Context: an optimization exercise on an open-source flow, tuned for small area and a short achievable clock period. The choices shown serve that exercise and are no tape-out recipe. No run shown here included a check of the RTL's function; only the layout flow was run. Power figures rest on the tool's default switching activity, not on a simulated workload.

$ cat design/flow/run.sh
#!/bin/bash
# synth_recipe.tcl (not shown) runs the flow's synth.tcl, then flattens the netlist and writes it again
# the make line also repeats each setting of config.mk as NAME=value (left out here)
make -C /OpenROAD-flow-scripts/flow DESIGN_CONFIG=/design/flow/config.mk WORK_HOME=/design/flow/orfs CLKGATE_MAP_FILE= SYNTH_SCRIPT=/design/flow/synth_recipe.tcl finish
$ cat design/flow/config.mk
export PLATFORM = sky130hd
export DESIGN_NAME = block_relay
export DESIGN_NICKNAME = block_relay
export VERILOG_FILES = /design/flow/design.v
export SDC_FILE = /design/flow/constraint.sdc
export NUM_CORES = 4
export LEC_CHECK = 0
export CAP_MARGIN = 20
export CORE_MARGIN = 2
export CORE_UTILIZATION = 60
export CTS_CLUSTER_DIAMETER = 60
export CTS_CLUSTER_SIZE = 25
export SETUP_SLACK_MARGIN = 5
export SLEW_MARGIN = 20
$ cat design/flow/constraint.sdc
create_clock -name core_clock -period 10.0 [get_ports {clk}]
set_input_delay 2.0000 -clock core_clock [delete_from_list [all_inputs] [get_ports {clk}]]
set_output_delay 2.0000 -clock core_clock [all_outputs]
set_load 0.01 [all_outputs]
$ cat design/flow/design.v
package block_relay_pkg;
	typedef enum logic [1:0] {
		SEQ_IDLE,
		SEQ_FILL,
		SEQ_DRAIN,
		SEQ_CLOSE
	} seq_state_e;
	typedef enum logic [1:0] {
		TX_IDLE,
		TX_START,
		TX_DATA,
		TX_STOP
	} tx_state_e;
	typedef struct packed {
		logic        cyc;
		logic        stb;
		logic        we;
		logic [1:0]  adr;
		logic [15:0] dat;
	} wb_req_t;
	typedef struct packed {
		logic        ack;
		logic [15:0] dat;
	} wb_rsp_t;
	typedef struct packed {
		logic        vld;
		logic [15:0] data;
	} sample_t;
endpackage
module block_relay (
	input  logic        clk,
	input  logic        rst_n,
	input  logic        wb_cyc,
	input  logic        wb_stb,
	input  logic        wb_we,
	input  logic [1:0]  wb_adr,
	input  logic [15:0] wb_dat_i,
	output logic        wb_ack,
	output logic [15:0] wb_dat_o,
	input  logic        in_vld,
	input  logic [15:0] in_data,
	output logic        in_rdy,
	output logic        uart_txd
);
	logic       rdy_o;     
	logic       act;       
	logic       drn;       
	logic       cls;       
	logic [5:0] cnt;       
	logic [5:0] pos;       
	logic [1:0] baud;      
	logic [3:0] slot;      
	logic       hi;        
	logic       smp_vld;   
	logic       mv;        
	logic       hold;      
	logic       txd_q;
	logic [6:0] len_q;     
	logic       rdy;
	logic       accept;
	logic       first;
	logic       fill_last;
	logic       bit_end;
	logic       turn;
	assign rdy       = !drn && !cls;
	assign accept    = in_vld && rdy;
	assign first     = accept && !act;
	assign fill_last = act ? (cnt == 6'd1) : (len_q == 7'd1);
	assign bit_end   = (baud == 2'd3);
	assign turn      = mv && !smp_vld;
	assign in_rdy   = rdy_o;
	assign uart_txd = txd_q;
	function automatic logic need_of(input logic [5:0] p, input logic [3:0] s, input logic h);
		logic       m16;
		logic [3:0] mask;
		m16  = h || s == 4'd7 || s == 4'd8;
		mask = {m16, m16 || s != 4'd15, 2'b11};
		need_of = (~p[3:0] & mask) != 4'd0;
	endfunction
	logic       act_n, drn_n, cls_n, rdy_o_n, hi_n;
	logic [5:0] cnt_n, pos_n;
	logic [1:0] baud_n;
	logic [3:0] slot_n;
	logic       mv_n;
	always_comb begin
		act_n   = act;
		drn_n   = drn;
		cls_n   = 1'b0;
		rdy_o_n = rdy_o;
		cnt_n   = cnt;
		pos_n   = pos;
		baud_n  = baud;
		slot_n  = slot;
		hi_n    = hi;
		if (first) begin
			pos_n = len_q[5:0];
		end
		if (turn && need_of(pos, slot, hi)) begin
			pos_n = pos + 6'd1;
		end
		if (accept) begin
			if (fill_last) begin
				rdy_o_n = 1'b0;
				act_n   = 1'b0;
				drn_n   = 1'b1;
				cnt_n   = first ? len_q[5:0] : pos;
				slot_n  = 4'd15;
				hi_n    = 1'b0;
				baud_n  = 2'd0;
			end else begin
				act_n = 1'b1;
				cnt_n = first ? 6'(len_q - 7'd1) : cnt - 6'd1;
			end
		end else if (drn) begin
			baud_n = baud + 2'd1;
			case (slot)
				4'd8: begin
					if (bit_end) begin
						if (!hi) begin
							hi_n   = 1'b1;
							slot_n = 4'd15;
						end else begin
							slot_n = 4'd9;
						end
					end
				end
				4'd9: begin
					baud_n = 2'd0;
					if (cnt != 6'd1) begin
						cnt_n  = cnt - 6'd1;
						hi_n   = 1'b0;
						slot_n = 4'd15;
					end else begin
						slot_n = 4'd10;
					end
				end
				4'd10: begin
					drn_n = 1'b0;
					cls_n = 1'b1;
				end
				default: begin
					if (bit_end) begin
						slot_n = slot + 4'd1;
					end
				end
			endcase
		end else if (cls) begin
			rdy_o_n = 1'b1;
		end
		mv_n = accept || (drn_n && (need_of(pos_n, slot_n, hi_n) || (slot_n == 4'd9 && cnt_n != 6'd1)));
	end
	always_ff @(posedge clk or negedge rst_n) begin
		if (!rst_n) begin
			rdy_o   <= 1'b1;
			act     <= 1'b0;
			drn     <= 1'b0;
			cls     <= 1'b0;
			cnt     <= '0;
			pos     <= '0;
			baud    <= '0;
			slot    <= '0;
			hi      <= 1'b0;
			smp_vld <= 1'b0;
			mv      <= 1'b0;
			hold    <= 1'b1;
		end else begin
			rdy_o   <= rdy_o_n;
			act     <= act_n;
			drn     <= drn_n;
			cls     <= cls_n;
			cnt     <= cnt_n;
			pos     <= pos_n;
			baud    <= baud_n;
			slot    <= slot_n;
			hi      <= hi_n;
			smp_vld <= accept;
			mv      <= mv_n;
			hold    <= !mv_n;
		end
	end
	logic [1023:0] ring;
	always_ff @(posedge clk) begin
		if (rdy || mv) begin
			ring[15:0] <= rdy ? in_data : ring[1023:1008];
		end
	end
	always_ff @(posedge clk) begin
		ring[1023:16] <= ({1008{mv}} & ring[1007:0]) | ({1008{hold}} & ring[1023:16]);
	end
	logic [3:0] bidx;
	logic       dbit;
	assign bidx = {hi, slot[2:0]};
	always_comb begin
		if (bidx == 4'd0) begin
			dbit = ring[{pos[5:2], 2'b11, 4'd0}];
		end else if (!bidx[3]) begin
			dbit = ring[{pos[5:3], 3'b111, bidx}];
		end else begin
			dbit = ring[{pos[5:4], 4'b1111, bidx}];
		end
	end
	always_ff @(posedge clk or negedge rst_n) begin
		if (!rst_n) begin
			txd_q <= 1'b1;
		end else if (drn && baud == 2'd0) begin
			txd_q <= slot != 4'd15 && (slot[3] || dbit);
		end
	end
	logic        req;
	logic        take;
	logic        req_q;    
	logic        ack_q;
	logic [14:0] blk_cnt;
	logic [14:0] blk_nxt;
	logic        busy_nxt;
	logic [6:0]  len_clamped;
	logic [15:0] dat_q;
	assign req  = wb_cyc && wb_stb;
	assign take = req && !req_q;
	always_ff @(posedge clk or negedge rst_n) begin
		if (!rst_n) begin
			req_q <= 1'b0;
			ack_q <= 1'b0;
		end else begin
			req_q <= req;
			ack_q <= take;
		end
	end
	always_comb begin
		if (wb_dat_i == 16'd0) begin
			len_clamped = 7'd1;
		end else if (wb_dat_i > 16'(64)) begin
			len_clamped = 7'(64);
		end else begin
			len_clamped = wb_dat_i[6:0];
		end
	end
	always_ff @(posedge clk or negedge rst_n) begin
		if (!rst_n) begin
			len_q <= 7'(10);
		end else if (take && wb_we && wb_adr == 2'd0) begin
			len_q <= len_clamped;
		end
	end
	assign blk_nxt = cls ? blk_cnt + 15'd1 : blk_cnt;
	always_ff @(posedge clk or negedge rst_n) begin
		if (!rst_n) begin
			blk_cnt <= '0;
		end else begin
			blk_cnt <= blk_nxt;
		end
	end
	assign busy_nxt = !(cls || (rdy && !act && !in_vld));
	always_ff @(posedge clk) begin
		case (wb_adr)
			2'd0:    dat_q <= 16'(wb_we ? len_clamped : len_q);
			2'd1:    dat_q <= {blk_nxt, busy_nxt};
			default: dat_q <= 16'h0000;
		endcase
	end
	assign wb_ack   = ack_q;
	assign wb_dat_o = dat_q;
endmodule
==> impl_metrics.env, run 1 <==
export IMPL_status="finished clean"
export IMPL_antenna_found_initial=0
export IMPL_rows=89
export IMPL_critPathKind="in -> reg"
export IMPL_hold_buffers=0
export IMPL_synthMuxAreaShare=0.0194
export IMPL_coreArea_mm2=0.0587
export IMPL_antenna_cells=0
export IMPL_synth_top_area_cell="dfxtp_1"
export IMPL_setup_ws_ps=5600
export IMPL_tightestPinTransition_ps=1180
export IMPL_ys_async_sr_fraction=0.0467
export IMPL_finalHoldViolCount=0
export IMPL_cts_sinks=1091
export IMPL_grt_pass1_vias=20000
export IMPL_power_frac_comb=0.264
export IMPL_cts_root_buf="clkbuf_16"
export IMPL_synth_top_cell_area_share=0.578
export IMPL_cts_setup_buffers=0
export IMPL_cts_path_max_buffers=3
export IMPL_p_seq_frac=0.522
export IMPL_vias_per_cell=6.22
export IMPL_drt_wl_total_mm=68.8
export IMPL_path_clk_slew_ps=80
export IMPL_max_cap_viol_count=0
export IMPL_tns_ps=0
export IMPL_fin_crit_sh=0.440
export IMPL_yosysWarnings=1
export IMPL_worstReg2RegEnd="hold$_DFF_PN1_"
export IMPL_ys_ff_latch=1091
export IMPL_hold_class="reg -> reg"
export IMPL_wl_per_cell_um=19.6
export IMPL_syn_to_final_growth_pct=7.40
export IMPL_yosys_area_share_simple=0.0322
export IMPL_grt_pass1_wl_mm=110
export IMPL_switching_power_mw=4.11
export IMPL_crit_chain="clkdlybuf4s50_1, or3b_1, clkinv_8, a41oi_2, a311oi_2, o221ai_1, nor4_1, o211ai_1, a211oi_1"
export IMPL_ys_types=84
export IMPL_htreeDepth=2
export IMPL_syn_nets=2886
export IMPL_p_leak_nw=15.1
export IMPL_detail_route_antenna_nets=0
export IMPL_dominantRegCellSynth="dfxtp_1"
export IMPL_synth_top_family_by_area="compound AO/OA/AOI/OAI gates"
export IMPL_synth_area_leaders="dfxtp_1, a22o_1, dfrtp_1"
export IMPL_dieArea_mm2=0.0610
export IMPL_r2r_start="slot[0]$_DFF_PN0_"
export IMPL_cts_resized=0
export IMPL_finalSetupViolCount=0
export IMPL_setup_worst_path_end_class="flop"
export IMPL_die_x_um=247
export IMPL_slew_viol_final=0
export IMPL_arrival_ps=4940
export IMPL_pwr_density_cell_mw_per_mm2=316
export IMPL_max_slew_margin=0.210
export IMPL_fin_nets=2763
export IMPL_worst_hold_path_num_cells=1
export IMPL_p_int_mw=7.90
export IMPL_drt_iter0_drc=1570
export IMPL_ys_seq_area_frac=0.628
export IMPL_grt_max_degree=294
export IMPL_drc=0
export IMPL_worstSkewPairLatency_ps=640
export IMPL_start_util=0.604
export IMPL_num_vias=21900
export IMPL_die_y_um=247
export IMPL_syn_area_mm2=0.0354
export IMPL_p_sw_frac=0.342
export IMPL_reg2reg_setup_slack_ps=6080
export IMPL_io_buffers=58
export IMPL_avgSynthCellArea_um2=12.5
export IMPL_grtUsageTotal=0.220
export IMPL_synth_edf_count=16
export IMPL_fmax_ghz=0.227
export IMPL_holdPathEnd="ack_q$_DFF_PN0_"
export IMPL_hpwl_mm=41.0
export IMPL_vdd_drop_max_mv=0.550
export IMPL_syn_inst=2833
export IMPL_cpPeakStageDelay_ps=640
export IMPL_dr_pass1_iters=5
export IMPL_synthXorXnorAreaFrac=0.00544
export IMPL_crit_family="compound AO/OA/AOI/OAI gates"
export IMPL_post_place_ws_ps=4950
export IMPL_grt_overflow=0
export IMPL_rsz0062_at_grt="no"
export IMPL_synth_compound_area_frac=0.278
export IMPL_finalPower_mw=12.0
export IMPL_gp_routability_congestion=0.820
export IMPL_boundaryPins=59
export IMPL_synth_fa_ha_area_frac=0.00459
export IMPL_critPathBufInv=2
export IMPL_slowest_stage="or3b_1"
export IMPL_min_from="req_q$_DFF_PN0_"
export IMPL_reg2reg_depth=9
export IMPL_cts_tree="built"
export IMPL_cts_buffers=57
export IMPL_start_kind="input pin"
export IMPL_critPathMaxFanout=16
export IMPL_critPathRequiredTime_ps=10530
export IMPL_period_needed_ps=4400
export IMPL_skew_ps=33.0
export IMPL_drive_above_1_share=0.0613
export IMPL_power_share_clock=0.214
[kinds of logic (layout without fill, tap and decap cells)]
group | count (synthesis) | count (layout)
xor gates and xnor gates | 22 | 22
adders and majority gates | 13 | 13
and+or+nand+nor | 214 | 214
DFF | 1091 | 1091
buffers and inverters | 286 | 195
muxes | 55 | 55
AOI/OAI and AO/OA | 1152 | 1152
[stage by stage]
| stage | hold slack, ps | area [um^2] | cells | utilization |
|---|---|---|---|---|
| 2_1_floorplan | 388 | 35400 | 2833 | - |
| 3_3_place_gp | 426 | 36200 | 3421 | 0.616 |
| 3_5_place_dp | 422 | 36200 | 3421 | 0.616 |
| 4_1_cts | 440 | 38000 | 3512 | 0.647 |
| 5_1_grt | 467 | 38100 | 3515 | 0.649 |
| 6_report | 434 | 38100 | 3515 | 0.649 |
[power by group through the flow]
stage | Clock, mW | Combinational, mW | Sequential [mW]
final | 2.57 | 3.17 | 6.27
after global routing | 2.80 | 3.50 | 6.39
after CTS | 2.64 | 3.15 | 6.26
after detailed placement | 0 | 3.13 | 6.35
after global placement | 0 | 3.06 | 6.31
after floorplan | 0 | 2.73 | 5.98
[cells in the final DEF (no fill, tap or decap), types with 16 or more instances in the layout]
master	synthesis	layout
nand3_1	17	17
clkdlybuf4s50_1	0	57
a21oi_1	28	28
o21ai_0	26	26
edfxtp_1	16	16
dfrtp_1	46	44
mux2i_1	18	18
mux2_2	28	28
dfxtp_1	1024	1024
clkbuf_16	0	58
nor2_1	36	36
a22o_1	1009	1009
nor2b_1	18	18
inv_1	24	24
nand2_1	55	55
[cell usage after synthesis (3+ instances only)]
master	count
nor2_1	36
o31ai_1	4
nand2_1	55
buf_2	16
dfstp_2	5
mux2i_1	18
nand2b_1	14
o21ai_0	26
a211oi_1	11
a21o_1	3
o2111ai_1	3
dfrtp_1	46
o211ai_1	9
mux2_2	28
nor3_1	14
nand4_1	7
a31oi_1	4
a211o_1	4
a311oi_1	5
nand3_1	17
o221ai_1	6
dfxtp_1	1024
o21ai_1	3
nor2b_1	18
and3_1	12
xnor2_1	13
a22o_1	1009
a21oi_1	28
and2_1	5
buf_1	7
mux4_2	8
ha_1	13
edfxtp_1	16
xor2_1	9
clkbuf_1	235
o32ai_1	3
or3_1	4
nor4_1	7
inv_1	24
[worst reg2reg max path, cell delays in order, from the launching register on]
cell and delay, ps:
dfrtp_2 370, clkinv_1 690, ha_1 660, or3_4 460
and3_1 200, a311o_1 350, and2_1 200, nor4_1 410
o211ai_1 160, a211oi_1 330
[routing by layer]
layer | wire (um) | global-route usage | part of all wire | vias up
met3 | 2070 | 0.0257 | 0.030 | 66
met1 | 35000 | 0.335 | 0.51 | 10900
met2 | 30900 | 0.335 | 0.45 | 264
met4 | 928 | 0.0471 | 0.013 | 0
met5 | 0 | 0 | 0 | -
li1 | - | - | - | 10600
[flip-flops by register name (all words and copies together) (netlist names)]
register  cells
ack_q         1
act           1
baud          2
blk_cnt      15
cls           1
cnt           6
dat_q        16
drn           1
hi            1
hold          1
len_q         7
mv            1
pos           6
rdy_o         1
req_q         1
ring       1024
slot          4
smp_vld       1
txd_q         1
[layout make-up]
class / instances / area, um^2
Clock inverter: 22 / 293
Timing Repair Buffer: 78 / 852
Clock buffer: 69 / 1510
Multi-Input combinational cell: 1456 / 12100
Tap cell: 773 / 967
Sequential cell: 1091 / 22300
Inverter: 26 / 110
Fill cell: 4464 / 20600
[worst max path at each step]
stage	to	cells after the start	slack [ps]	startpoint
after global routing	hold$_DFF_PN1_	9	5420	in_vld
after floorplan	mv$_DFF_PN0_	9	6220	in_vld
after global placement	hold$_DFF_PN1_	9	4990	in_vld
after detailed placement	hold$_DFF_PN1_	9	4950	in_vld
after CTS	hold$_DFF_PN1_	9	5620	in_vld
final	hold$_DFF_PN1_	9	5600	in_vld
==> run 2, diff against run 1 <==
--- a/design/flow/config.mk
+++ b/design/flow/config.mk
@@ -8,7 +8,5 @@
 export CAP_MARGIN = 20
 export CORE_MARGIN = 2
-export CORE_UTILIZATION = 60
-export CTS_CLUSTER_DIAMETER = 60
-export CTS_CLUSTER_SIZE = 25
+export CORE_UTILIZATION = 40
 export SETUP_SLACK_MARGIN = 5
 export SLEW_MARGIN = 20
==> run 2 against run 1 <==
  * Clock skew increased by 15 ps
  * Highest routed layer is now met5
  * Sequential power about the same
  * Still clean on timing, DRC and antenna
  * Utilization decreased by 19 points
  * Final cell count increased by 14%
  * Clock power increased by 57%
  * Clock-buffer cell count increased by 91
  * Power increased by 12%
  * Critical endpoint is now mv$_DFF_PN0_
==> impl_metrics.env, run 2 <==
export IMPL_synthXorXnorAreaFrac=0.00544
export IMPL_slew_viol_final=0
export IMPL_gp_routability_congestion=0.817
export IMPL_num_vias=22200
export IMPL_fmax_ghz=0.227
export IMPL_syn_inst=2833
export IMPL_skew_ps=47.6
export IMPL_max_slew_margin=0.285
export IMPL_htreeDepth=3
export IMPL_rsz0062_at_grt="no"
export IMPL_die_y_um=302
export IMPL_synthMuxAreaShare=0.0194
export IMPL_largestRegisters="ring x1024, dat_q x16, blk_cnt x15"
export IMPL_synth_edf_count=16
export IMPL_tns_ps=0
export IMPL_syn_area_mm2=0.0354
export IMPL_dominantRegCellSynth="dfxtp_1"
export IMPL_register_area_mm2=0.0223
export IMPL_slowest_stage="clkdlybuf4s50_1"
export IMPL_worst_hold_path_num_cells=1
export IMPL_detail_route_antenna_nets=0
export IMPL_cts_setup_buffers=0
export IMPL_cts_resized=0
export IMPL_io_buffers=58
export IMPL_cts_buffers=107
export IMPL_layout_commonest_cell="dfxtp_1"
export IMPL_yosys_area_share_simple=0.0322
export IMPL_period_needed_ps=4400
export IMPL_vdd_drop_max_mv=0.225
export IMPL_boundaryPins=59
export IMPL_syn_to_final_growth_pct=13.8
export IMPL_layout_cells_non_filler=4015
export IMPL_synth_fa_ha_area_frac=0.00459
export IMPL_yosysWarnings=1
export IMPL_synth_compound_area_frac=0.278
export IMPL_hpwl_mm=42.5
export IMPL_dr_pass1_iters=5
export IMPL_largest_register="ring"
export IMPL_ys_ff_latch=1091
export IMPL_start_util=0.402
export IMPL_die_x_um=302
export IMPL_antenna_found_initial=2
export IMPL_worstSkewPairLatency_ps=690
export IMPL_rows=109
export IMPL_fin_crit_sh=0.440
export IMPL_r2r_start="slot[0]$_DFF_PN0_"
export IMPL_cts_sinks=1091
export IMPL_startpoint="in_vld"
export IMPL_synth_top_family_by_area="compound AO/OA/AOI/OAI gates"
export IMPL_largest_register_ffs=1024
export IMPL_coreArea_mm2=0.0881
export IMPL_cts_tree="built"
export IMPL_dieArea_mm2=0.0910
export IMPL_crit_chain="clkdlybuf4s50_1, or3b_1, clkinv_8, a41oi_2, a311oi_2, o221ai_1, nor4_1, o211ai_1, a211o_1"
export IMPL_fin_nets=2815
export IMPL_p_leak_nw=16.0
export IMPL_nFillCells=7918
export IMPL_drt_iter0_drc=1562
export IMPL_drc=0
export IMPL_drt_wl_total_mm=72.9
export IMPL_synthMostInstantiatedCell="dfxtp_1"
export IMPL_synth_area_leaders="dfxtp_1, a22o_1, dfrtp_1"
export IMPL_synth_top_area_cell="dfxtp_1"
export IMPL_critPathRequiredTime_ps=10570
export IMPL_finalHoldViolCount=0
export IMPL_max_cap_viol_count=0
export IMPL_grt_pass1_wl_mm=117
export IMPL_syn_nets=2886
export IMPL_cpPeakStageDelay_ps=650
export IMPL_hold_class="reg -> reg"
export IMPL_grt_overflow=0
export IMPL_grt_max_degree=247
export IMPL_setup_worst_path_end_class="flop"
export IMPL_start_kind="input pin"
export IMPL_cts_root_buf="clkbuf_16"
export IMPL_avgSynthCellArea_um2=12.5
export IMPL_finalSetupViolCount=0
export IMPL_status="finished clean"
export IMPL_grt_pass1_vias=20900
export IMPL_wl_per_cell_um=18.2
export IMPL_critPathMaxFanout=16
export IMPL_ys_types=84
export IMPL_reg2reg_setup_slack_ps=5930
export IMPL_reg2reg_depth=9
export IMPL_yosys_top_cells_count="dfxtp_1, a22o_1, clkbuf_1"
export IMPL_critPathKind="in -> reg"
export IMPL_dp_cells=3817
export IMPL_ys_async_sr_fraction=0.0467
export IMPL_hold_buffers=0
export IMPL_multi_input_area_mm2=0.0121
export IMPL_synth_top_cell_area_share=0.578
export IMPL_layout_common_cells="dfxtp_1, a22o_1, clkbuf_16, clkdlybuf4s50_1, nand2_1"
export IMPL_grtUsageTotal=0.157
export IMPL_worstReg2RegEnd="mv$_DFF_PN0_"
export IMPL_endpoint="mv$_DFF_PN0_"
export IMPL_arrival_ps=4970
export IMPL_drive_above_1_share=0.0874
export IMPL_ys_seq_area_frac=0.628
export IMPL_pwr_density_cell_mw_per_mm2=334
export IMPL_tightestPinTransition_ps=1070
export IMPL_path_clk_slew_ps=60
export IMPL_cts_path_max_buffers=3
export IMPL_vias_per_cell=5.54
-- run 2: cell types whose count changed in the layout (fill, tap and decap cells not counted), sizes merged --
cell and change:
clkbuf +91, diode +1, clkinv +13, clkinvlp +2, bufinv +6, inv -7
buf +2
-- run 2: cell families after synthesis --
group | count (synthesis)
xor+xnor | 22
simple gates | 214
flops | 1091
mux | 55
buf+inv | 286
fa+ha+maj | 13
compound gates | 1152
-- run 2: report_power, final --
group / leakage, nW / internal [mW] / total [mW] / switching, mW
combinational: 5.07 / 1.28 / 3.20 / 1.92
sequential: 9.13 / 5.46 / 6.25 / 0.785
clock: 1.76 / 2.34 / 4.04 / 1.70
-- run 2: cell type report --
type,instances,area share
inverters,26,0.00273
well taps,1165,0.0361
repair buffers,80,0.0199
multi-input cells,1456,0.299
clock inverters,36,0.0131
flip-flops and latches,1091,0.552
clock buffers,160,0.0766
diodes,1,0.0000621
-- run 2: layer usage --
| metal | part of all wire | GRT usage | up-vias | routed length (um) |
|---|---|---|---|---|
| met2 | 0.44 | 0.236 | 364 | 31700 |
| li1 | - | - | 10800 | - |
| met4 | 0.027 | 0.0523 | 4 | 1960 |
| met3 | 0.040 | 0.0285 | 132 | 2890 |
| met5 | 0.00032 | 0 | - | 23 |
| met1 | 0.50 | 0.225 | 11000 | 36300 |
-- run 2: critical path, delay by kind of cell --
family | cells | cell delay, ps
and+or+nand+nor | 2 | 1060
AOI/OAI and AO/OA | 5 | 1050
buffers and inverters | 2 | 840
-- run 2: worst min path at each step --
stage                     from               to
6_report       req_q$_DFF_PN0_  ack_q$_DFF_PN0_
3_3_place_gp   req_q$_DFF_PN0_  ack_q$_DFF_PN0_
5_1_grt        req_q$_DFF_PN0_  ack_q$_DFF_PN0_
2_1_floorplan  req_q$_DFF_PN0_  ack_q$_DFF_PN0_
4_1_cts        req_q$_DFF_PN0_  ack_q$_DFF_PN0_
3_5_place_dp   req_q$_DFF_PN0_  ack_q$_DFF_PN0_
-- run 2: through the flow --
stage / cell area (um^2) / hold slack, ps / power (mW) / setup slack (ps) / utilization
2_1_floorplan: 35400 / 388 / 8.71 / 6220 / -
3_3_place_gp: 36700 / 423 / 9.45 / 4970 / 0.416
3_5_place_dp: 36700 / 413 / 9.52 / 4920 / 0.416
4_1_cts: 40300 / 435 / 13.6 / 5650 / 0.457
5_1_grt: 40300 / 451 / 14.3 / 5470 / 0.458
6_report: 40300 / 435 / 13.5 / 5600 / 0.458
==> run 3, diff against run 2 <==
==> design/flow/flow/run.sh (new file) <==
#!/bin/bash
set -euo pipefail
MARGIN=$(cat flow/margin.txt)
bash standard.sh "SETUP_SLACK_MARGIN=${MARGIN}" finish > orfs_make.log 2>&1
==> design/flow/flow/margin.txt (new file) <==
7
==> design/flow/standard.sh (new file) <==
#!/bin/bash
# synth_recipe.tcl (not shown) runs the flow's synth.tcl, then flattens the netlist and writes it again
# the make line also repeats each setting of config.mk as NAME=value (left out here)
make -C /OpenROAD-flow-scripts/flow DESIGN_CONFIG=/design/flow/config.mk WORK_HOME=/design/flow/orfs CLKGATE_MAP_FILE= SYNTH_SCRIPT=/design/flow/synth_recipe.tcl "${@:-finish}"
--- a/design/flow/config.mk
+++ b/design/flow/config.mk
@@ -9,4 +9,3 @@
 export CORE_MARGIN = 2
 export CORE_UTILIZATION = 40
-export SETUP_SLACK_MARGIN = 5
 export SLEW_MARGIN = 20
removed: design/flow/run.sh
==> run 3 against run 2 <==
  * Clock power is 2% higher
  * First-iteration DRC count grew 1.1%
  * Sequential power is 2% lower
  * Power hardly changed
  * Flip-flop and latch count unchanged
  * Highest routed layer is now met4
  * Fmax increased by 26%
  * Critical path type unchanged
  * Die area is the same
  * Largest cell class unchanged
==> impl_metrics.env, run 3 <==
export IMPL_ys_types=84
export IMPL_critPathKind="in -> reg"
export IMPL_max_cap_viol_count=0
export IMPL_rows=109
export IMPL_skew_ps=42.6
export IMPL_antenna_found_initial=1
export IMPL_critPathRequiredTime_ps=10600
export IMPL_slowest_stage="or4_4"
export IMPL_grt_pass1_vias=21200
export IMPL_num_vias=22400
export IMPL_nFillCells=7840
export IMPL_drt_wl_total_mm=74.0
export IMPL_pwr_density_cell_mw_per_mm2=330
export IMPL_syn_to_final_growth_pct=15.4
export IMPL_synth_area_leaders="dfxtp_1, a22o_1, dfrtp_1"
export IMPL_worstReg2RegEnd="mv$_DFF_PN0_"
export IMPL_die_y_um=302
export IMPL_gp_routability_congestion=0.803
export IMPL_p_leak_nw=16.3
export IMPL_synth_top_area_cell="dfxtp_1"
export IMPL_slew_viol_final=0
export IMPL_die_x_um=302
export IMPL_finalHoldViolCount=0
export IMPL_period_needed_ps=3490
export IMPL_cts_buffers=108
export IMPL_boundaryPins=59
export IMPL_arrival_ps=4090
export IMPL_cts_tree="built"
export IMPL_p_int_mw=9.08
export IMPL_dominantRegCellSynth="dfxtp_1"
export IMPL_hold_ws_ps=433
export IMPL_worstSkewPairLatency_ps=700
export IMPL_syn_nets=2886
export IMPL_max_slew_margin=0.358
export IMPL_grt_max_degree=299
export IMPL_rsz0062_at_grt="yes"
export IMPL_layout_common_cells="dfxtp_1, a22o_1, clkbuf_16, nand2_1, dfrtp_1"
export IMPL_wl_per_cell_um=18.3
export IMPL_critPathMaxFanout=9
export IMPL_critPathBufInv=3
export IMPL_reg2reg_depth=10
export IMPL_tightestPinTransition_ps=963
export IMPL_synth_top_cell_area_share=0.578
export IMPL_crit_family="simple AND/OR/NAND/NOR gates"
export IMPL_start_kind="input pin"
export IMPL_power_share_clock=0.307
export IMPL_setup_worst_path_end_class="flop"
export IMPL_ys_seq_area_frac=0.628
export IMPL_finalSetupViolCount=0
export IMPL_drc=0
export IMPL_power_frac_comb=0.239
export IMPL_htreeDepth=3
export IMPL_drt_iter0_drc=1579
export IMPL_ys_ff_latch=1091
export IMPL_place_area_mm2=0.0367
export IMPL_start_util=0.402
export IMPL_final_cell_area_mm2=0.0409
export IMPL_switching_power_mw=4.40
export IMPL_p_sw_frac=0.327
export IMPL_largest_register="ring"
export IMPL_io_buffers=58
export IMPL_crit_chain="buf_8, or3b_4, buf_4, nor2_1, a32oi_2, o211ai_2, inv_1, or4_4, a22oi_2, a211o_1"
export IMPL_detail_route_antenna_nets=0
export IMPL_cpPeakStageDelay_ps=510
export IMPL_startpoint="in_vld"
export IMPL_grt_pass1_wl_mm=118
export IMPL_vdd_drop_max_mv=0.343
export IMPL_cts_sinks=1091
export IMPL_synthMostInstantiatedCell="dfxtp_1"
export IMPL_ys_async_sr_fraction=0.0467
export IMPL_syn_inst=2833
export IMPL_grt_overflow=0
export IMPL_cts_path_max_buffers=3
export IMPL_cp_depth=10
export IMPL_tns_ps=0
export IMPL_layout_commonest_cell="dfxtp_1"
export IMPL_yosysWarnings=1
export IMPL_fin_crit_sh=0.349
export IMPL_vias_per_cell=5.55
export IMPL_r2r_start="slot[1]$_DFF_PN0_"
export IMPL_dr_pass1_iters=5
export IMPL_path_clk_slew_ps=60
export IMPL_fmax_ghz=0.286
export IMPL_largestRegisters="ring x1024, dat_q x16, blk_cnt x15"
export IMPL_synth_edf_count=16
export IMPL_status="finished clean"
export IMPL_fin_nets=2834
export IMPL_yosys_top_cells_count="dfxtp_1, a22o_1, clkbuf_1"
export IMPL_largest_register_ffs=1024
export IMPL_dieArea_mm2=0.0910
export IMPL_cts_root_buf="clkbuf_16"
export IMPL_p_seq_frac=0.454
export IMPL_grtUsageTotal=0.158
export IMPL_syn_area_mm2=0.0354
export IMPL_reg2reg_setup_slack_ps=6690
export IMPL_coreArea_mm2=0.0881
export IMPL_avgSynthCellArea_um2=12.5
export IMPL_hold_class="reg -> reg"
export IMPL_drive_above_1_share=0.122
export IMPL_hpwl_mm=42.8
export IMPL_endpoint="mv$_DFF_PN0_"
[run 3: layout make-up]
class,instances,area (um^2),area share
clock inverters,41,527,0.0129
inverters,26,126,0.00309
multi-input cells,1456,12200,0.299
well taps,1165,1460,0.0356
diodes,1,2.50,0.0000612
repair buffers,98,1030,0.0251
flip-flops and latches,1091,22300,0.545
clock buffers,160,3230,0.0791
[run 3: power by group through the flow]
stage	combinational [mW]	clock (mW)	sequential [mW]
2_1_floorplan	2.74	0	5.98
3_3_place_gp	3.08	0	6.35
3_5_place_dp	3.14	0	6.36
4_1_cts	3.26	4.25	6.27
5_1_grt	3.54	4.44	6.24
6_report	3.22	4.14	6.13
[run 3: metal layers]
| metal | global-route usage | vias to the layer above | wire length (um) |
|---|---|---|---|
| li1 | - | 10800 | - |
| met1 | 0.227 | 11100 | 36900 |
| met2 | 0.241 | 343 | 32400 |
| met3 | 0.0302 | 135 | 2950 |
| met4 | 0.0461 | 0 | 1710 |
| met5 | 0 | - | 0 |
[run 3: per-stage QoR]
step                      std cells  utilization  total power, mW  worst slack (ps)
after floorplan                2833            -             8.72              6280
after global placement         3815        0.417             9.43              5000
after detailed placement       3815        0.417             9.51              5030
after CTS                      4030        0.461             13.8              6540
after global routing           4037        0.464             14.2              6500
final                          4038        0.464             13.5              6510
[run 3: worst min path at each step]
stage	endpoint	from	depth (start not counted)	slack, ps
2_1_floorplan	ack_q$_DFF_PN0_	req_q$_DFF_PN0_	1	390
3_3_place_gp	ack_q$_DFF_PN0_	req_q$_DFF_PN0_	1	430
3_5_place_dp	ack_q$_DFF_PN0_	req_q$_DFF_PN0_	1	430
4_1_cts	ack_q$_DFF_PN0_	req_q$_DFF_PN0_	1	430
5_1_grt	ack_q$_DFF_PN0_	req_q$_DFF_PN0_	1	460
6_report	ack_q$_DFF_PN0_	req_q$_DFF_PN0_	1	430
[run 3: cell families (layout without fill, tap and decap cells)]
| kind of cell | after synthesis | after routing | share of synthesized area |
|---|---|---|---|
| AOI/OAI and AO/OA | 1152 | 1152 | 0.278 |
| DFF | 1091 | 1091 | 0.628 |
| buffers and inverters | 286 | 325 | 0.0316 |
| and+or+nand+nor | 214 | 214 | 0.0322 |
| muxes | 55 | 55 | 0.0194 |
| xor gates and xnor gates | 22 | 22 | 0.00544 |
| adders and majority gates | 13 | 13 | 0.00459 |
| other | 0 | 1 | 0 |
[run 3: worst register-to-register path, cell delays in order, from the launching register on]
cell and delay, ps:
dfrtp_1 330, buf_6 280, clkinvlp_4 260, ha_1 340, or3_4 410, and3_1 200, a311o_1 350, and2_1 220
nor4_4 320, o211ai_1 160, a211o_1 320
[run 3: what timing repair did]
item / 4_1_cts / 5_1_grt
gates cloned: 0 / 0
pin swaps: 11 / 16
resized for setup: 140 / 37
hold buffers: 0 / 0
endpoints found under the setup margin: 438 / 253
setup buffers: 14 / 5
==> run 4, diff against run 3 <==
==> design/flow/flow/run.sh (replaced) <==
#!/bin/bash
# Standard layout (standard.sh: the standard flow's synthesis, floorplan, power grid, place,
# CTS, route), with these changes to how it is made:
#  - ports are buffered with buf_2 cells, which repair can resize,
#  - clock tree: larger sink clusters and no dummy loads.
set -euo pipefail
MARGIN=$(cat flow/margin.txt)
bash standard.sh \
  "SETUP_SLACK_MARGIN=${MARGIN}" \
  "BUFFER_PORTS_ARGS=-buffer_cell sky130_fd_sc_hd__buf_2" \
  "CTS_ARGS=-sink_clustering_enable -repair_clock_nets -sink_clustering_size 25 -sink_clustering_max_diameter 60 -dont_use_dummy_load" \
  finish > orfs_make.log 2>&1
--- a/design/flow/config.mk
+++ b/design/flow/config.mk
@@ -8,4 +8,4 @@
 export CAP_MARGIN = 20
 export CORE_MARGIN = 2
-export CORE_UTILIZATION = 40
+export CORE_UTILIZATION = 60
 export SLEW_MARGIN = 20
==> run 4 against run 3 <==
  * Critical path type unchanged
  * Clock power decreased by 46%
  * Via count decreased by 2.3%
  * Non-clock buffer count decreased by 5
  * Power decreased by 13%
  * Highest routed layer is now met5
  * Largest power group unchanged
  * Synthesized area unchanged
==> impl_metrics.env, run 4 <==
export IMPL_slowest_stage="or4_4"
export IMPL_cts_buffers=55
export IMPL_wl_per_cell_um=19.8
export IMPL_start_kind="input pin"
export IMPL_status="finished clean"
export IMPL_fin_crit_sh=0.343
export IMPL_coreArea_mm2=0.0587
export IMPL_die_y_um=247
export IMPL_cts_tree="built"
export IMPL_grtUsageTotal=0.222
export IMPL_synth_fa_ha_area_frac=0.00459
export IMPL_setup_worst_path_end_class="flop"
export IMPL_io_buffers=58
export IMPL_final_cell_area_mm2=0.0377
export IMPL_dominantRegCellSynth="dfxtp_1"
export IMPL_ys_ff_latch=1091
export IMPL_hold_class="reg -> reg"
export IMPL_finalHoldViolCount=0
export IMPL_grt_pass1_wl_mm=110
export IMPL_yosys_area_share_simple=0.0322
export IMPL_layout_common_cells="dfxtp_1, a22o_1, clkbuf_16, nand2_1, buf_2"
export IMPL_syn_inst=2833
export IMPL_largest_register="ring"
export IMPL_grt_pass1_vias=20100
export IMPL_place_area_mm2=0.0359
export IMPL_setup_ws_ps=6570
export IMPL_drive_above_1_share=0.0900
export IMPL_hold_ws_ps=413
export IMPL_worstSkewPairLatency_ps=640
export IMPL_boundaryPins=59
export IMPL_cpMostUsedCell="buf_6"
export IMPL_layout_cells_non_filler=3494
export IMPL_rows=89
export IMPL_cts_path_max_buffers=3
export IMPL_yosys_top_cells_count="dfxtp_1, a22o_1, clkbuf_1"
export IMPL_rsz0062_at_grt="yes"
export IMPL_dp_cells=3424
export IMPL_ys_seq_area_frac=0.628
export IMPL_num_vias=21900
export IMPL_fin_nets=2776
export IMPL_avgSynthCellArea_um2=12.5
export IMPL_start_util=0.604
export IMPL_gp_routability_congestion=0.825
export IMPL_synth_compound_area_frac=0.278
export IMPL_fmax_ghz=0.291
export IMPL_synth_top_family_by_area="compound AO/OA/AOI/OAI gates"
export IMPL_slew_viol_final=0
export IMPL_finalSetupViolCount=0
export IMPL_critPathMaxFanout=6
export IMPL_syn_to_final_growth_pct=6.34
export IMPL_vias_per_cell=6.27
export IMPL_dieArea_mm2=0.0610
export IMPL_grt_overflow=0
export IMPL_drt_iter0_drc=1746
export IMPL_critPathRequiredTime_ps=10550
export IMPL_skew_ps=75.7
export IMPL_synth_top_cell_area_share=0.578
export IMPL_nFillCells=4469
export IMPL_period_needed_ps=3430
export IMPL_htreeDepth=2
export IMPL_tightestPinTransition_ps=1130
export IMPL_max_slew_margin=0.248
export IMPL_layout_commonest_cell="dfxtp_1"
export IMPL_syn_nets=2886
export IMPL_drc=0
export IMPL_die_x_um=247
export IMPL_dr_pass1_iters=5
export IMPL_critPathBufInv=3
export IMPL_synthXorXnorAreaFrac=0.00544
export IMPL_antenna_cells=0
export IMPL_syn_area_mm2=0.0354
export IMPL_vdd_drop_max_mv=0.264
export IMPL_ys_types=84
export IMPL_largest_register_ffs=1024
export IMPL_drt_wl_total_mm=69.3
export IMPL_detail_route_antenna_nets=0
export IMPL_arrival_ps=3980
export IMPL_cpPeakStageDelay_ps=490
export IMPL_cts_sinks=1091
export IMPL_max_cap_viol_count=0
export IMPL_grt_max_degree=273
export IMPL_critPathKind="in -> reg"
export IMPL_cts_root_buf="clkbuf_16"
export IMPL_hpwl_mm=41.9
export IMPL_hold_buffers=0
export IMPL_antenna_found_initial=7
export IMPL_post_place_ws_ps=5350
export IMPL_synthMostInstantiatedCell="dfxtp_1"
export IMPL_synth_edf_count=16
export IMPL_synthMuxAreaShare=0.0194
export IMPL_ys_async_sr_fraction=0.0467
export IMPL_tns_ps=0
export IMPL_yosysWarnings=1
export IMPL_p_leak_nw=15.1
export IMPL_synth_top_area_cell="dfxtp_1"
export IMPL_crit_chain="buf_6, or3b_4, buf_6, nor2_1, a32oi_1, o211ai_2, inv_2, or4_4, a22oi_2, a211o_1"
export IMPL_synth_area_leaders="dfxtp_1, a22o_1, dfrtp_1"
export IMPL_crit_family="simple AND/OR/NAND/NOR gates"
export IMPL_path_clk_slew_ps=90
export IMPL_pwr_density_cell_mw_per_mm2=311
export IMPL_largestRegisters="ring x1024, dat_q x16, blk_cnt x15"
## run 4: changes by cell type in the layout (fill, tap and decap cells not counted), moves of 8 or more
| cell | before | now |
|---|---|---|
| clkbuf_16 | 112 | 55 |
| buf_2 | 7 | 48 |
| clkdlybuf4s50_1 | 33 | 0 |
| clkbuf_8 | 25 | 0 |
| clkbuf_1 | 23 | 0 |
| clkinv_2 | 21 | 0 |
| buf_4 | 25 | 16 |
| dfxtp_1 | 1011 | 1019 |
| dfxtp_2 | 13 | 5 |
## run 4: final timing paths
path,to,slack (ps),start,cells past startpoint
max,mv$_DFF_PN0_,6570,in_vld,10
min,ring[939]$_DFF_P_,410,ring[923]$_DFF_P_,1
max reg2reg,mv$_DFF_PN0_,6850,slot[1]$_DFF_PN0_,10
min reg2reg,ring[939]$_DFF_P_,410,ring[923]$_DFF_P_,1
max in group asynchronous,slot[0]$_DFF_PN0_,7950,rst_n,2
min in group asynchronous,blk_cnt[9]$_DFF_PN0_,1500,rst_n,2
## run 4: cell families (layout without fill, tap and decap cells)
kind of cell               after synthesis  count (layout)
adders and majority gates               13              13
DFF                                   1091            1091
buffers and inverters                  286             174
and+or+nand+nor                        214             214
xor gates and xnor gates                22              22
muxes                                   55              55
AOI/OAI and AO/OA                     1152            1152
## run 4: what timing repair did
action	CTS	global route
gates resized for setup	25	38
endpoints found under the setup margin	327	391
buffers inserted	14	1
pin swaps	8	4
## run 4: area by class of cell
cell class                 count  area, um^2  share of cell area
clock buffer                  55        1380              0.0365
inverter                      26         115             0.00305
multi-input combinational   1456       12200               0.324
sequential                  1091       22300               0.591
tap                          773         967              0.0257
timing repair buffer          93         729              0.0194
## run 4: through the flow
stage,total power [mW],utilization
2_1_floorplan,8.72,-
3_3_place_gp,9.33,0.612
3_5_place_dp,9.42,0.612
4_1_cts,11.8,0.639
5_1_grt,12.4,0.642
6_report,11.7,0.642
## run 4: layer usage
| metal | vias up | track usage | part of all wire |
|---|---|---|---|
| li1 | 10600 | - | - |
| met1 | 10900 | 0.334 | 0.50 |
| met2 | 349 | 0.329 | 0.43 |
| met3 | 91 | 0.0344 | 0.043 |
| met4 | 4 | 0.0640 | 0.024 |
| met5 | - | 0 | 0.00030 |
## run 4: power breakdown
| group | internal, mW | switching (mW) |
|---|---|---|
| clock | 0.977 | 1.27 |
| combinational | 1.32 | 1.90 |
| sequential | 5.45 | 0.806 |
==> run 5, diff against run 4 <==
--- a/design/flow/design.v
+++ b/design/flow/design.v
@@ -43,5 +43,5 @@
 	output logic        uart_txd
 );
-	logic       rdy_o;     
+	logic       nrdy_o;    
 	logic       act;       
 	logic       drn;       
@@ -55,5 +55,5 @@
 	logic       mv;        
 	logic       hold;      
-	logic       txd_q;
+	logic       ntxd_q;    
 	logic [6:0] len_q;     
 	logic       rdy;
@@ -69,6 +69,6 @@
 	assign bit_end   = (baud == 2'd3);
 	assign turn      = mv && !smp_vld;
-	assign in_rdy   = rdy_o;
-	assign uart_txd = txd_q;
+	assign in_rdy   = !nrdy_o;
+	assign uart_txd = !ntxd_q;
 	function automatic logic need_of(input logic [5:0] p, input logic [3:0] s, input logic h);
 		logic       m16;
@@ -78,5 +78,5 @@
 		need_of = (~p[3:0] & mask) != 4'd0;
 	endfunction
-	logic       act_n, drn_n, cls_n, rdy_o_n, hi_n;
+	logic       act_n, drn_n, cls_n, nrdy_o_n, hi_n;
 	logic [5:0] cnt_n, pos_n;
 	logic [1:0] baud_n;
@@ -87,5 +87,5 @@
 		drn_n   = drn;
 		cls_n   = 1'b0;
-		rdy_o_n = rdy_o;
+		nrdy_o_n = nrdy_o;
 		cnt_n   = cnt;
 		pos_n   = pos;
@@ -101,5 +101,5 @@
 		if (accept) begin
 			if (fill_last) begin
-				rdy_o_n = 1'b0;
+				nrdy_o_n = 1'b1;
 				act_n   = 1'b0;
 				drn_n   = 1'b1;
@@ -146,11 +146,43 @@
 			endcase
 		end else if (cls) begin
-			rdy_o_n = 1'b1;
-		end
-		mv_n = accept || (drn_n && (need_of(pos_n, slot_n, hi_n) || (slot_n == 4'd9 && cnt_n != 6'd1)));
-	end
-	always_ff @(posedge clk or negedge rst_n) begin
-		if (!rst_n) begin
-			rdy_o   <= 1'b1;
+			nrdy_o_n = 1'b0;
+		end
+	end
+	logic       turn_n;
+	logic [5:0] pos_d;
+	logic [3:0] slot_d;
+	logic       hi_d;
+	logic       more;
+	always_comb begin
+		more   = cnt != 6'd1;
+		pos_d  = (turn && need_of(pos, slot, hi)) ? pos + 6'd1 : pos;
+		slot_d = slot;
+		hi_d   = hi;
+		case (slot)
+			4'd8: begin
+				if (bit_end) begin
+					slot_d = hi ? 4'd9 : 4'd15;
+					hi_d   = 1'b1;
+				end
+			end
+			4'd9: begin
+				slot_d = more ? 4'd15 : 4'd10;
+				hi_d   = !more;
+			end
+			4'd10: begin
+				slot_d = slot;
+			end
+			default: begin
+				if (bit_end) begin
+					slot_d = slot + 4'd1;
+				end
+			end
+		endcase
+		turn_n = drn && slot != 4'd10 && (need_of(pos_d, slot_d, hi_d) || (slot_d == 4'd9 && more));
+	end
+	assign mv_n = accept || turn_n;
+	always_ff @(posedge clk or negedge rst_n) begin
+		if (!rst_n) begin
+			nrdy_o  <= 1'b0;
 			act     <= 1'b0;
 			drn     <= 1'b0;
@@ -161,9 +193,6 @@
 			slot    <= '0;
 			hi      <= 1'b0;
-			smp_vld <= 1'b0;
-			mv      <= 1'b0;
-			hold    <= 1'b1;
-		end else begin
-			rdy_o   <= rdy_o_n;
+		end else begin
+			nrdy_o  <= nrdy_o_n;
 			act     <= act_n;
 			drn     <= drn_n;
@@ -174,8 +203,10 @@
 			slot    <= slot_n;
 			hi      <= hi_n;
-			smp_vld <= accept;
-			mv      <= mv_n;
-			hold    <= !mv_n;
-		end
+		end
+	end
+	always_ff @(posedge clk) begin
+		smp_vld <= accept;
+		mv      <= mv_n;
+		hold    <= !mv_n;
 	end
 	logic [1023:0] ring;
@@ -202,7 +233,7 @@
 	always_ff @(posedge clk or negedge rst_n) begin
 		if (!rst_n) begin
-			txd_q <= 1'b1;
+			ntxd_q <= 1'b0;
 		end else if (drn && baud == 2'd0) begin
-			txd_q <= slot != 4'd15 && (slot[3] || dbit);
+			ntxd_q <= slot == 4'd15 || (!slot[3] && !dbit);
 		end
 	end
==> run 5 against run 4 <==
  * Synthesized area shrank 0.64%
  * Clock-buffer cell count is the same
  * Sequential share of layout area grew 0.32 points
  * Clock skew shrank 13 ps
  * Synthesized cell count shrank 0.46%
  * Non-clock buffer count grew 1
  * Power shrank 1.2%
  * Die area shrank 0.63%
  * Fmax grew 7.6%
  * Sequential power grew 2%
  * Via count shrank 0.55%
  * Highest routed layer unchanged
==> impl_metrics.env, run 5 <==
export IMPL_syn_inst=2820
export IMPL_gp_routability_congestion=0.862
export IMPL_min_from="req_q$_DFF_PN0_"
export IMPL_grtUsageTotal=0.216
export IMPL_worst_hold_path_num_cells=1
export IMPL_hold_class="reg -> reg"
export IMPL_tns_ps=0
export IMPL_coreArea_mm2=0.0578
export IMPL_tightestPinTransition_ps=1040
export IMPL_synth_area_leaders="dfxtp_1, a22o_1, dfrtp_1"
export IMPL_avgSynthCellArea_um2=12.5
export IMPL_max_cap_viol_count=0
export IMPL_arrival_ps=1190
export IMPL_drt_iter0_drc=1831
export IMPL_final_util=0.648
export IMPL_layout_common_cells="dfxtp_1, a22o_1, nand2_1, clkbuf_16, buf_2"
export IMPL_fin_crit_sh=0.319
export IMPL_dominantRegCellSynth="dfxtp_1"
export IMPL_slowest_stage="dfrtp_1"
export IMPL_slew_viol_final=0
export IMPL_dp_cells=3406
export IMPL_antenna_found_initial=2
export IMPL_cpPeakStageDelay_ps=410
export IMPL_p_seq_frac=0.552
export IMPL_p_sw_frac=0.323
export IMPL_drc=0
export IMPL_pwr_density_cell_mw_per_mm2=309
export IMPL_largest_register_ffs=1024
export IMPL_yosys_top_cells_count="dfxtp_1, a22o_1, clkbuf_1"
export IMPL_fmax_ghz=0.314
export IMPL_dr_pass1_iters=7
export IMPL_ys_seq_area_frac=0.632
export IMPL_synth_top_cell_area_share=0.584
export IMPL_layout_commonest_cell="dfxtp_1"
export IMPL_rows=88
export IMPL_reg2reg_setup_slack_ps=7100
export IMPL_critPathMaxFanout=2
export IMPL_fin_nets=2769
export IMPL_syn_nets=2873
export IMPL_drive_above_1_share=0.0814
export IMPL_grt_overflow=0
export IMPL_die_y_um=246
export IMPL_detail_route_antenna_nets=0
export IMPL_skew_ps=62.8
export IMPL_rsz0062_at_grt="yes"
export IMPL_ys_ff_latch=1091
export IMPL_p_leak_nw=15.2
export IMPL_hpwl_mm=39.7
export IMPL_drt_wl_total_mm=67.5
export IMPL_holdPathEnd="ack_q$_DFF_PN0_"
export IMPL_max_slew_margin=0.306
export IMPL_dieArea_mm2=0.0606
export IMPL_start_kind="flop"
export IMPL_yosysWarnings=1
export IMPL_largest_register="ring"
export IMPL_finalSetupViolCount=0
export IMPL_reg2reg_depth=11
export IMPL_path_clk_slew_ps=60
export IMPL_cts_root_buf="clkbuf_16"
export IMPL_synth_edf_count=16
export IMPL_synthMostInstantiatedCell="dfxtp_1"
export IMPL_worstReg2RegEnd="hold$_DFF_P_"
export IMPL_ys_async_sr_fraction=0.0440
export IMPL_setup_worst_path_end_class="output pin"
export IMPL_syn_to_final_growth_pct=6.33
export IMPL_die_x_um=246
export IMPL_boundaryPins=59
export IMPL_layout_cells_non_filler=3479
export IMPL_period_needed_ps=3190
export IMPL_cts_tree="built"
export IMPL_p_int_mw=7.85
export IMPL_vias_per_cell=6.27
export IMPL_grt_max_degree=227
export IMPL_power_frac_comb=0.254
export IMPL_crit_chain="inv_1, buf_2"
export IMPL_grt_pass1_wl_mm=108
export IMPL_cts_path_max_buffers=3
export IMPL_r2r_start="slot[1]$_DFFE_PN0P_"
export IMPL_worstSkewPairLatency_ps=630
export IMPL_num_vias=21800
export IMPL_syn_area_mm2=0.0352
export IMPL_cts_buffers=55
export IMPL_ys_types=78
export IMPL_cts_sinks=1091
export IMPL_antenna_cells=0
export IMPL_switching_power_mw=3.74
export IMPL_grt_pass1_vias=20200
export IMPL_vdd_drop_max_mv=0.346
export IMPL_finalHoldViolCount=0
export IMPL_start_util=0.609
export IMPL_critPathRequiredTime_ps=8000
export IMPL_finalPower_mw=11.6
export IMPL_wl_per_cell_um=19.4
export IMPL_power_share_clock=0.193
export IMPL_status="finished clean"
export IMPL_largestRegisters="ring x1024, dat_q x16, blk_cnt x15"
export IMPL_io_buffers=58
export IMPL_synth_top_area_cell="dfxtp_1"
export IMPL_htreeDepth=2
export IMPL_critPathKind="reg -> out"
==> run 5: cell count changes after synthesis, sizes merged, moves of 6 or more <==
cell and change:
nand2b -6, o21ai +8, inv -7, and3 -6
nor2 +13, o22ai +6, nor3 +7, o211ai -6
==> run 5: what timing repair did <==
action	CTS	global route
setup buffers	3	11
cloned	2	1
pin swaps	3	7
hold buffers	0	0
endpoints found under the setup margin	255	558
gates resized for setup	15	25
==> run 5: cell families after synthesis <==
kind of cell    count (synthesis)  share of synthesized area
compound gates               1144                      0.277
flops                        1091                      0.632
buf+inv                       276                     0.0309
simple gates                  221                     0.0317
mux                            53                     0.0188
xor+xnor                       22                    0.00547
fa+ha+maj                      13                    0.00462
==> run 5: power groups by stage <==
stage               Clock [mW]  Sequential, mW  Combinational (mW)
floorplan                    0            6.12                2.45
global placement             0            6.46                2.72
detailed placement           0            6.48                2.80
CTS                       2.32            6.40                2.88
global route              2.46            6.53                3.26
finish                    2.24            6.40                2.95
==> run 5: worst max path at each step <==
| stage | from | to | slack, ps | cells after the start |
|---|---|---|---|---|
| final | ntxd_q$_DFFE_PN0P_ | uart_txd | 6810 | 2 |
| after global routing | ntxd_q$_DFFE_PN0P_ | uart_txd | 6770 | 2 |
| after CTS | ntxd_q$_DFFE_PN0P_ | uart_txd | 6750 | 2 |
| after detailed placement | wb_dat_i[2] | dat_q[3]$_DFF_P_ | 6310 | 8 |
| after global placement | wb_dat_i[2] | dat_q[3]$_DFF_P_ | 6330 | 8 |
| after floorplan | wb_dat_i[2] | dat_q[3]$_DFF_P_ | 6550 | 7 |
==> run 5: stage by stage <==
step | hold WS, ps | setup WS, ps | area [um^2]
global placement | 418 | 6330 | 35700
CTS | 420 | 6750 | 37200
finish | 415 | 6810 | 37400
floorplan | 388 | 6550 | 35200
detailed placement | 428 | 6310 | 35700
global route | 429 | 6770 | 37400
==> run 5: routing by layer <==
metal	global-route usage	up-vias	wire length [um]
met5	0	-	13
met4	0.0634	2	1580
met3	0.0315	95	2600
met2	0.315	365	28800
met1	0.332	10800	34500
li1	-	10600	-
==> run 5: layout make-up <==
cell class / instances / area [um^2]
Tap cell: 765 / 957
Multi-Input combinational cell: 1454 / 12000
Sequential cell: 1091 / 22300
Clock buffer: 55 / 1380
Timing Repair Buffer: 94 / 778
Fill cell: 4479 / 20400
Inverter: 20 / 82.6
==> run 5: critical path: cells and delay by family, from the launching register on <==
family	cells	cell delay (ps)
buffers and inverters	2	200
flip-flops	1	410
==> run 6, diff against run 5 <==
--- a/design/flow/config.mk
+++ b/design/flow/config.mk
@@ -8,4 +8,4 @@
 export CAP_MARGIN = 20
 export CORE_MARGIN = 2
-export CORE_UTILIZATION = 60
+export CORE_UTILIZATION = 75
 export SLEW_MARGIN = 20
==> run 6 against run 5 <==
  * Still clean on timing, DRC and antenna
  * Die area fell by 20%
  * Flip-flop and latch count did not move
  * Final cell count fell by 4.5%
  * Critical path depth did not move
  * Clock power fell by 2%
  * Global-route usage rose by 5.8 points
  * Worst setup slack got worse by 38 ps
  * Worst hold slack got worse by 14 ps
  * First-iteration DRC count rose by 7.4%
  * Clock skew rose by 7.1 ps
  * Via count rose by 1.5%
  * Critical path type unchanged
  * Critical endpoint unchanged
==> impl_metrics.env, run 6 <==
export IMPL_ys_async_sr_fraction=0.0440
export IMPL_cts_path_max_buffers=3
export IMPL_fin_crit_sh=0.323
export IMPL_worstSkewPairLatency_ps=630
export IMPL_num_vias=22100
export IMPL_yosysWarnings=1
export IMPL_syn_inst=2820
export IMPL_layout_commonest_cell="dfxtp_1"
export IMPL_finalSetupViolCount=0
export IMPL_die_y_um=221
export IMPL_dieArea_mm2=0.0487
export IMPL_slew_viol_final=0
export IMPL_hold_class="reg -> reg"
export IMPL_fin_nets=2770
export IMPL_max_cap_viol_count=0
export IMPL_coreArea_mm2=0.0465
export IMPL_antenna_found_initial=0
export IMPL_htreeDepth=2
export IMPL_p_leak_nw=15.2
export IMPL_finalPower_mw=11.6
export IMPL_p_sw_frac=0.325
export IMPL_ys_types=78
export IMPL_antenna_cells=0
export IMPL_dp_cells=3248
export IMPL_p_int_mw=7.80
export IMPL_drive_above_1_share=0.0880
export IMPL_yosys_top_cells_count="dfxtp_1, a22o_1, clkbuf_1"
export IMPL_wl_per_cell_um=20.7
export IMPL_layout_common_cells="dfxtp_1, a22o_1, nand2_1, clkbuf_16, nor2_1"
export IMPL_hpwl_mm=41.2
export IMPL_synth_top_family_by_area="compound AO/OA/AOI/OAI gates"
export IMPL_cts_sinks=1091
export IMPL_die_x_um=221
export IMPL_arrival_ps=1230
export IMPL_largest_register="ring"
export IMPL_synth_compound_area_frac=0.277
export IMPL_synth_top_cell_area_share=0.584
export IMPL_finalHoldViolCount=0
export IMPL_power_share_clock=0.190
export IMPL_detail_route_antenna_nets=0
export IMPL_synthMuxAreaShare=0.0188
export IMPL_synth_fa_ha_area_frac=0.00462
export IMPL_gp_routability_congestion=0.845
export IMPL_fmax_ghz=0.310
export IMPL_dominantRegCellSynth="dfxtp_1"
export IMPL_layout_cells_non_filler=3322
export IMPL_setup_worst_path_end_class="output pin"
export IMPL_io_buffers=58
export IMPL_largestRegisters="ring x1024, dat_q x16, blk_cnt x15"
export IMPL_tns_ps=0
export IMPL_start_kind="flop"
export IMPL_p_seq_frac=0.559
export IMPL_vdd_drop_max_mv=0.279
export IMPL_avgSynthCellArea_um2=12.5
export IMPL_nFillCells=2783
export IMPL_grt_max_degree=276
export IMPL_status="finished clean"
export IMPL_switching_power_mw=3.76
export IMPL_grt_overflow=0
export IMPL_critPathMaxFanout=2
export IMPL_grt_pass1_vias=20600
export IMPL_hold_buffers=0
export IMPL_boundaryPins=59
export IMPL_synth_area_leaders="dfxtp_1, a22o_1, dfrtp_1"
export IMPL_grt_pass1_wl_mm=109
export IMPL_syn_to_final_growth_pct=5.82
export IMPL_place_area_mm2=0.0354
export IMPL_yosys_area_share_simple=0.0317
export IMPL_start_util=0.758
export IMPL_path_clk_slew_ps=80
export IMPL_synth_edf_count=16
export IMPL_critPathKind="reg -> out"
export IMPL_drt_iter0_drc=1967
export IMPL_dr_pass1_iters=6
export IMPL_synthXorXnorAreaFrac=0.00547
export IMPL_skew_ps=69.9
export IMPL_ys_seq_area_frac=0.632
export IMPL_pwr_density_cell_mw_per_mm2=310
export IMPL_tightestPinTransition_ps=1060
export IMPL_critPathRequiredTime_ps=8000
export IMPL_rows=79
export IMPL_drc=0
export IMPL_drt_wl_total_mm=68.9
export IMPL_power_frac_comb=0.251
export IMPL_synth_top_area_cell="dfxtp_1"
export IMPL_period_needed_ps=3230
export IMPL_rsz0062_at_grt="yes"
export IMPL_final_cell_area_mm2=0.0373
export IMPL_grtUsageTotal=0.274
export IMPL_cts_tree="built"
export IMPL_cts_buffers=53
export IMPL_syn_nets=2873
export IMPL_max_slew_margin=0.292
export IMPL_synthMostInstantiatedCell="dfxtp_1"
export IMPL_ys_ff_latch=1091
export IMPL_syn_area_mm2=0.0352
export IMPL_vias_per_cell=6.66
export IMPL_largest_register_ffs=1024
export IMPL_cts_root_buf="clkbuf_16"
run 6: changes by cell type in the layout (fill, tap and decap cells not counted), sizes merged:
cell	previous run	this run
inv	17	16
clkbuf	57	54
clkinv	2	3
bufbuf	1	0
buf	91	96
run 6: power by group through the flow:
stage | clock [mW] | sequential, mW | combinational (mW)
3_5_place_dp | 0 | 6.52 | 2.76
6_report | 2.20 | 6.46 | 2.90
2_1_floorplan | 0 | 6.12 | 2.45
3_3_place_gp | 0 | 6.45 | 2.65
4_1_cts | 2.25 | 6.45 | 2.81
5_1_grt | 2.38 | 6.59 | 3.19
run 6: per-layer routing:
layer,vias to the layer above,global-route usage,share of wire
li1,10500,-,-
met1,11000,0.408,0.48
met2,457,0.422,0.45
met3,105,0.0331,0.042
met4,0,0.0833,0.024
met5,-,0,0
run 6: layout make-up:
type	instances	area [um^2]	share of cell area
inverter	20	86.3	0.00232
tap	607	759	0.0204
multi-input combinational	1454	12000	0.322
timing repair buffer	97	827	0.0222
sequential	1091	22300	0.598
clock buffer	53	1330	0.0356
run 6: kinds of logic (layout without fill, tap and decap cells):
kind of cell / count (synthesis) / count (layout)
buffers and inverters: 276 / 170
AOI/OAI and AO/OA: 1144 / 1145
adders and majority gates: 13 / 13
xor gates and xnor gates: 22 / 22
muxes: 53 / 53
and+or+nand+nor: 221 / 221
DFF: 1091 / 1091
run 6: path summary, 6_finish.rpt:
kind                                    start                   end  slack, ps  cells after the start
hold / removal                req_q$_DFF_PN0_       ack_q$_DFF_PN0_        400                      1
min in group asynchronous               rst_n  blk_cnt[7]$_DFF_PN0_       1410                      1
setup / recovery           ntxd_q$_DFFE_PN0P_              uart_txd       6770                      2
hold reg to reg               req_q$_DFF_PN0_       ack_q$_DFF_PN0_        400                      1
setup reg to reg                   mv$_DFF_P_     ring[236]$_DFF_P_       7200                      4
max in group asynchronous               rst_n   slot[1]$_DFFE_PN0P_       8020                      1
run 6: worst max-delay path, cell delays in order (launching register included):
cell     delay (ps)
dfrtp_1         430
inv_2            80
buf_6           100
run 6: timing repair:
item / 4_1_cts / 5_1_grt
gates resized for setup: 35 / 41
pin swaps: 4 / 15
endpoints found under the setup margin: 184 / 232
setup buffers: 2 / 16
gates cloned: 1 / 1
run 6: through the flow:
step | hold slack, ps | setup slack, ps | utilization
floorplan | 388 | 6550 | -
global route | 419 | 6730 | 0.802
CTS | 400 | 6730 | 0.795
global placement | 408 | 6280 | 0.763
finish | 401 | 6770 | 0.802
detailed placement | 413 | 6270 | 0.763
==> run 7, diff against run 6 <==
--- a/design/flow/flow/run.sh
+++ b/design/flow/flow/run.sh
@@ -9,4 +9,4 @@
   "SETUP_SLACK_MARGIN=${MARGIN}" \
   "BUFFER_PORTS_ARGS=-buffer_cell sky130_fd_sc_hd__buf_2" \
-  "CTS_ARGS=-sink_clustering_enable -repair_clock_nets -sink_clustering_size 25 -sink_clustering_max_diameter 60 -dont_use_dummy_load" \
+  "CTS_ARGS=-sink_clustering_enable -repair_clock_nets -sink_clustering_size 30 -sink_clustering_max_diameter 50 -dont_use_dummy_load" \
   finish > orfs_make.log 2>&1
--- a/design/flow/config.mk
+++ b/design/flow/config.mk
@@ -8,4 +8,4 @@
 export CAP_MARGIN = 20
 export CORE_MARGIN = 2
-export CORE_UTILIZATION = 75
+export CORE_UTILIZATION = 60
 export SLEW_MARGIN = 20
==> run 7 against run 6 <==
  * Clock skew fell by 5.6 ps
  * Fmax up 1.1%
  * Worst setup slack improved by 34 ps
  * Critical path type unchanged
  * Cell area grew 2.1%
  * Synthesized cell count unchanged
  * Highest routed layer unchanged
  * Via count is 0.86% lower
  * First-iteration DRC count is 10% lower
  * Worst hold slack worse by 5.4 ps
  * Sequential power decreased by 0.9%
  * Final cell count increased by 5.4%
  * Combinational power about the same
  * Clock-buffer cell count rose by 28
==> impl_metrics.env, run 7 <==
export IMPL_drt_iter0_drc=1764
export IMPL_dieArea_mm2=0.0606
export IMPL_largest_register_ffs=1024
export IMPL_finalPower_mw=12.1
export IMPL_cts_buffers=81
export IMPL_synth_edf_count=16
export IMPL_cts_tree="built"
export IMPL_critPathKind="reg -> out"
export IMPL_pwr_density_cell_mw_per_mm2=318
export IMPL_fin_crit_sh=0.319
export IMPL_finalSetupViolCount=0
export IMPL_synth_top_cell_area_share=0.584
export IMPL_p_leak_nw=15.5
export IMPL_nFillCells=4405
export IMPL_cts_path_max_buffers=3
export IMPL_avgSynthCellArea_um2=12.5
export IMPL_num_vias=21900
export IMPL_hold_class="reg -> reg"
export IMPL_dp_cells=3406
export IMPL_grtUsageTotal=0.220
export IMPL_wl_per_cell_um=19.4
export IMPL_antenna_found_initial=0
export IMPL_vias_per_cell=6.26
export IMPL_yosys_top_cells_count="dfxtp_1, a22o_1, clkbuf_1"
export IMPL_fin_nets=2791
export IMPL_syn_inst=2820
export IMPL_die_y_um=246
export IMPL_rows=88
export IMPL_drc=0
export IMPL_htreeDepth=3
export IMPL_reg2reg_depth=11
export IMPL_largest_register="ring"
export IMPL_io_buffers=58
export IMPL_slew_viol_final=0
export IMPL_drive_above_1_share=0.0899
export IMPL_worstSkewPairLatency_ps=630
export IMPL_status="finished clean"
export IMPL_period_needed_ps=3190
export IMPL_reg2reg_setup_slack_ps=7100
export IMPL_fmax_ghz=0.313
export IMPL_gp_routability_congestion=0.862
export IMPL_grt_pass1_wl_mm=110
export IMPL_antenna_cells=0
export IMPL_arrival_ps=1190
export IMPL_layout_common_cells="dfxtp_1, a22o_1, clkbuf_16, nand2_1, buf_2"
export IMPL_tightestPinTransition_ps=1010
export IMPL_detail_route_antenna_nets=0
export IMPL_met2_usage=0.322
export IMPL_die_x_um=246
export IMPL_ys_ff_latch=1091
export IMPL_vdd_drop_max_mv=0.346
export IMPL_tns_ps=0
export IMPL_hpwl_mm=39.7
export IMPL_layout_cells_non_filler=3501
export IMPL_skew_ps=64.3
export IMPL_ys_async_sr_fraction=0.0440
export IMPL_crit_chain="inv_1, buf_2"
export IMPL_gr_usage_met1=0.338
export IMPL_synth_area_leaders="dfxtp_1, a22o_1, dfrtp_1"
export IMPL_start_util=0.609
export IMPL_layout_commonest_cell="dfxtp_1"
export IMPL_max_cap_viol_count=0
export IMPL_syn_area_mm2=0.0352
export IMPL_grt_overflow=0
export IMPL_finalHoldViolCount=0
export IMPL_largestRegisters="ring x1024, dat_q x16, blk_cnt x15"
export IMPL_worstReg2RegEnd="hold$_DFF_P_"
export IMPL_synth_top_area_cell="dfxtp_1"
export IMPL_drt_wl_total_mm=68.0
export IMPL_r2r_start="slot[1]$_DFFE_PN0P_"
export IMPL_slowest_stage="dfrtp_1"
-- run 7: worst min-delay path by stage --
stage,from,endpoint,slack (ps),cells after the start
2_1_floorplan,req_q$_DFF_PN0_,ack_q$_DFF_PN0_,390,1
3_3_place_gp,req_q$_DFF_PN0_,ack_q$_DFF_PN0_,420,1
3_5_place_dp,req_q$_DFF_PN0_,ack_q$_DFF_PN0_,430,1
4_1_cts,req_q$_DFF_PN0_,ack_q$_DFF_PN0_,390,1
5_1_grt,req_q$_DFF_PN0_,ack_q$_DFF_PN0_,400,1
6_report,req_q$_DFF_PN0_,ack_q$_DFF_PN0_,400,1
-- run 7: area by class of cell --
cell class	instances	area, um^2	share of cell area
Multi-Input combinational cell	1454	12000	0.315
Tap cell	765	957	0.0252
Sequential cell	1091	22300	0.585
Clock buffer	81	2030	0.0533
Inverter	20	82.6	0.00217
Timing Repair Buffer	90	728	0.0191
-- run 7: what timing repair did --
item                                    4_1_cts  5_1_grt
pin swaps                                     3       11
endpoints found under the setup margin      269      569
hold buffers                                  0        0
buffers inserted                              4        8
hold endpoints to repair                      0        0
gates cloned                                  2        0
resized for setup                            16       30
-- run 7: routing by layer --
metal / routed length (um) / vias to the layer above
li1: - / 10600
met1: 34700 / 10800
met2: 29500 / 392
met3: 2560 / 89
met4: 1330 / 0
met5: 0 / -
-- run 7: cell families (layout without fill, tap and decap cells) --
logic type	count (synthesis)	count (layout)	share of synthesized area
and+or+nand+nor	221	221	0.0317
muxes	53	53	0.0188
adders and majority gates	13	13	0.00462
buffers and inverters	276	191	0.0309
AOI/OAI and AO/OA	1144	1145	0.277
xor gates and xnor gates	22	22	0.00547
DFF	1091	1091	0.632
-- run 7: where the power goes --
group,internal [mW],switching [mW],total (mW)
combinational,1.30,1.63,2.93
sequential,5.57,0.839,6.40
clock,1.43,1.35,2.78
total,8.29,3.82,12.1
-- run 7: stage by stage --
step / setup WS (ps) / util / hold WS, ps
after floorplan: 6550 / - / 388
after global placement: 6330 / 0.617 / 418
after detailed placement: 6310 / 0.617 / 428
after CTS: 6760 / 0.655 / 395
after global routing: 6760 / 0.658 / 401
final: 6810 / 0.658 / 396
-- run 7: worst max-delay path, delay by kind of cell (launching register included) --
kind                   cells  cell delay, ps
buffers and inverters      2             200
DFF                        1             410

Setup slack of run 7, layout unchanged: 6.808 ns with ideal ports, 6.744 ns with driving cells assumed (clock clkbuf_16, inputs buf_2), 6.242 ns with port delays also shifted by the 0.662 ns mid clock arrival.
